Source: an optimization exercise on an open RTL-to-GDS flow (aim: small area, a short achievable clock period and few clock cycles per item). Production flows keep margins and buffers that such runs may drop. Where RTL was checked, it was by simulation tests only, not by an equivalence proof against the original.

## the previous run
## cmplx_mult_stream
module cmplx_mult_stream #(
  parameter int W     = 16,
  parameter int FRAC  = 15,
  parameter int FRAME = 16,
  parameter int ROUND = 1
) (
  input  logic                    clk,
  input  logic                    rst_n,
  input  logic                    clear,
  output logic                    ovf,
  input  logic                    in_valid,
  output logic                    in_ready,
  input  logic signed [W-1:0]     a_re,
  input  logic signed [W-1:0]     a_im,
  input  logic signed [W-1:0]     b_re,
  input  logic signed [W-1:0]     b_im,
  input  logic                    conj_b,
  output logic                    out_valid,
  input  logic                    out_ready,
  output logic signed [W-1:0]     p_re,
  output logic signed [W-1:0]     p_im,
  output logic [$clog2(FRAME)-1:0] p_idx,
  output logic                    p_last
);
  logic adv;         
  logic accept;
  logic ov;          
  logic take;
  logic sv;          
  logic [2:0] vld;    
  ...
Size: about 3,200 cells after synthesis, roughly 370 flip-flops, about 110 I/O pins, ~0.036 mm² of cells after synthesis.
export LEC_CHECK = 0
export CAP_MARGIN = 20
export CORE_MARGIN = 2
export CORE_UTILIZATION = 40
export SETUP_SLACK_MARGIN = 5
export SLEW_MARGIN = 20
export TNS_END_PERCENT = 0
create_clock -name core_clock -period 8.5 [get_ports {clk}]
run.sh (not shown) runs the stock make flow with config.mk's settings and CLKGATE_MAP_FILE= SYNTH_SCRIPT=/design/flow/synth_recipe.tcl, a recipe that flattens the netlist after the stock synthesis.
The previous run: flow completed, timing, DRC and antenna clean
Setup changes, the previous run to the current run
diff --git a/flow/design.v b/flow/design.v
--- a/flow/design.v
+++ b/flow/design.v
@@ -19,29 +19,29 @@
   input  logic                    out_ready,
   output logic signed [W-1:0]     p_re,
   output logic signed [W-1:0]     p_im,
   output logic [$clog2(FRAME)-1:0] p_idx,
   output logic                    p_last
 );
   logic adv;         
   logic accept;
   logic ov;          
   logic take;
-  logic sv;          
   logic [2:0] vld;    
   assign take   = ov & out_ready;
   assign accept = in_valid & adv;
-  logic [3:0] idx_cnt, idx_cur;
-  assign idx_cur = clear ? 4'd0 : idx_cnt;
+  logic pend;    
+  logic [0:0] idx_cur;
+  assign idx_cur = pend | clear;
   logic [15:0] ar, ai;
   logic [7:0] br_one, br_two, br_neg, bi_one, bi_two, bi_nre, bi_nim;
-  logic [3:0] idx_r [0:2];
+  logic [0:0] idx_r [0:2];
   logic [7:0] e_br_one, e_br_two, e_br_neg, e_bi_one, e_bi_two, e_bi_nre, e_bi_nim;
   assign e_br_one[0] = b_re[0] ^ 1'b0;
   assign e_br_two[0] = (b_re[1] & ~b_re[0] & ~1'b0) | (~b_re[1] & b_re[0] & 1'b0);
   assign e_br_neg[0] = b_re[1];
   assign e_br_one[1] = b_re[2] ^ b_re[1];
   assign e_br_two[1] = (b_re[3] & ~b_re[2] & ~b_re[1]) | (~b_re[3] & b_re[2] & b_re[1]);
   assign e_br_neg[1] = b_re[3];
   assign e_br_one[2] = b_re[4] ^ b_re[3];
   assign e_br_two[2] = (b_re[5] & ~b_re[4] & ~b_re[3]) | (~b_re[5] & b_re[4] & b_re[3]);
   assign e_br_neg[2] = b_re[5];
@@ -3112,65 +3112,48 @@
   logic [32:0] im_a, im_b, im_sum;
   assign im_a = {1'b1, r5_1630, s1753, s1751, s1749, s1747, s1745, s1743, s1741, s1739, s1737, s1735, s1733, s1731, s1729, s1727, s1725, s1723, s1721, s1719, s1717, s1715, s1713, s1711, s1709, s1707, s1705, s1703, s1701, s1699, s1697, s1695, r5_1540};
   assign im_b = {1'b0, c1754, c1752, c1750, c1748, c1746, c1744, c1742, c1740, c1738, c1736, c1734, c1732, c1730, c1728, c1726, c1724, c1722, c1720, c1718, c1716, c1714, c1712, c1710, c1708, c1706, c1704, c1702, c1700, c1698, c1696, c1694, s1693};
   assign im_sum = im_a + im_b;
   logic im_clip;
   logic [15:0] im_sat;
   assign im_clip = (im_sum[32] != im_sum[31]) || (im_sum[31] != im_sum[30]);
   assign im_sat = im_clip ? {im_sum[32], {15{~im_sum[32]}}} : im_sum[30:15];
   logic res_clip;
   assign res_clip = re_clip | im_clip;
-  logic [17:0] re_val, im_val;
-  assign re_val = re_sum[32:15];
-  assign im_val = im_sum[32:15];
-  logic [17:0] o_re, o_im;
+  logic [15:0] re_val, im_val;
+  assign re_val = re_sat;
+  assign im_val = im_sat;
+  logic [15:0] o_re, o_im;
   logic [3:0]  o_idx;
   logic        o_last;
-  logic [17:0] s_re, s_im;
-  logic [3:0]  s_idx;
-  logic        s_clip;
-  logic        out_en;
-  assign out_en = ~ov | out_ready;
+  assign adv = ~ov | out_ready;
   always_ff @(posedge clk) begin
     if (adv) begin
-      s_re <= re_val; s_im <= im_val; s_idx <= idx_r[1]; s_clip <= res_clip;
-    end
-    if (out_en) begin
-      if (sv) begin
-        o_re <= s_re; o_im <= s_im; o_idx <= s_idx; o_last <= (s_idx == 4'd15);
-      end else begin
-        o_re <= re_val; o_im <= im_val; o_idx <= idx_r[1]; o_last <= (idx_r[1] == 4'd15);
+      o_re <= re_val; o_im <= im_val;
+      if (vld[1]) begin
+        o_idx  <= idx_r[1][0] ? 4'd0 : o_idx + 4'd1;
+        o_last <= ~idx_r[1][0] & (o_idx == 4'd14);
       end
     end
   end
-  logic new_clip;
-  assign new_clip = out_en & (sv ? s_clip : (vld[1] & res_clip));
-  logic in_ready_r;
   always_ff @(posedge clk or negedge rst_n) begin
     if (!rst_n) begin
-      vld <= '0; ov <= 1'b0; sv <= 1'b0; adv <= 1'b1; in_ready_r <= 1'b1;
-      idx_cnt <= '0; ovf <= 1'b0;
+      vld <= '0; ov <= 1'b0; pend <= 1'b1; ovf <= 1'b0;
     end else begin
       if (adv) begin
         vld[0] <= in_valid;
         vld[1] <= vld[0];
+        ov <= vld[1];
       end
-      if (out_en) ov <= sv | vld[1];
-      sv <= ov & ~out_ready & (sv | vld[1]);
-      adv <= ~(ov & ~out_ready & (sv | vld[1]));
-      in_ready_r <= ~(ov & ~out_ready & (sv | vld[1]));
-      if (accept) idx_cnt <= idx_cur + 4'd1;
-      else if (clear) idx_cnt <= 4'd0;
-      if (new_clip) ovf <= 1'b1;
+      if (accept) pend <= 1'b0;
+      else if (clear) pend <= 1'b1;
+      if (adv & vld[1] & res_clip) ovf <= 1'b1;
       else if (clear) ovf <= 1'b0;
     end
   end
-  assign in_ready = in_ready_r;
-  logic o_re_clip, o_im_clip;
-  assign o_re_clip = (o_re[17] != o_re[16]) || (o_re[16] != o_re[15]);
-  assign o_im_clip = (o_im[17] != o_im[16]) || (o_im[16] != o_im[15]);
-  assign p_re = o_re_clip ? {o_re[17], {15{~o_re[17]}}} : o_re[15:0];
-  assign p_im = o_im_clip ? {o_im[17], {15{~o_im[17]}}} : o_im[15:0];
+  assign in_ready = adv;
+  assign p_re      = o_re;
+  assign p_im      = o_im;
   assign out_valid = ov;
   assign p_idx     = o_idx;
   assign p_last    = o_last;
 endmodule
[summary]
On synthesized net count, the higher figure sits with the previous run, not the current run. Run comparison: the previous run leading cell type in the layout, fill and taps excluded a22oi_1; the current run leading cell type in the layout, fill and taps excluded inv_1. The sequential fraction of total cell area of the current run falls short of that of the previous run by 3.1 points. Changes observed in the current run relative to the previous run: count of instances resized after the clock tree is built fell 15; number of different library cells in the post-synthesis netlist up 12; achievable frequency now sits lower. The count of filler cells inserted in the layout in the current run sits 2.3% below the value recorded for the previous run. Cell count: the current run lower than the previous run. Relative to the previous run, sequential fraction of the synthesis area has gone down in the current run. The final weighted congestion in routability-driven placement of the current run is lower than that of the previous run. In the reports, the flip-flop count of the current run falls short of that of the previous run.
Testbench counts of the current run, summed over its fixed seeds: cycles 16,024, items 16,000.
For the previous run, only the layout was checked, not whether the RTL still works.

port drivers added, routing unchanged:
Ports are ideal in the flow. The routed layouts listed here were re-timed in OpenROAD.
Step 1 sets driving cells, clkbuf_16 on the clock port and buf_2 on the other inputs (assumed; they add their load-dependent delay and slew).
Step 2 adds t to the input delays and takes it off the output delays; t is the mean of the earliest and latest rising clock arrival at the registers after step 1. Input paths then give back, and output paths get back, about the clock's delay inside the block.
a / b / c = no drivers / after step 1 / after step 2; a / b = the first two.
| run | shift t [ns] | slack for setup (ns) | latest minus earliest clock arrival (ns) |
|---|---|---|---|
| the previous run | 0.639 | 4.534 / 4.534 / 4.534 | 0.035 / 0.035 |
| the current run | 0.643 | 4.482 / 4.482 / 4.482 | 0.027 / 0.028 |
After both steps every run listed still meets setup and hold.
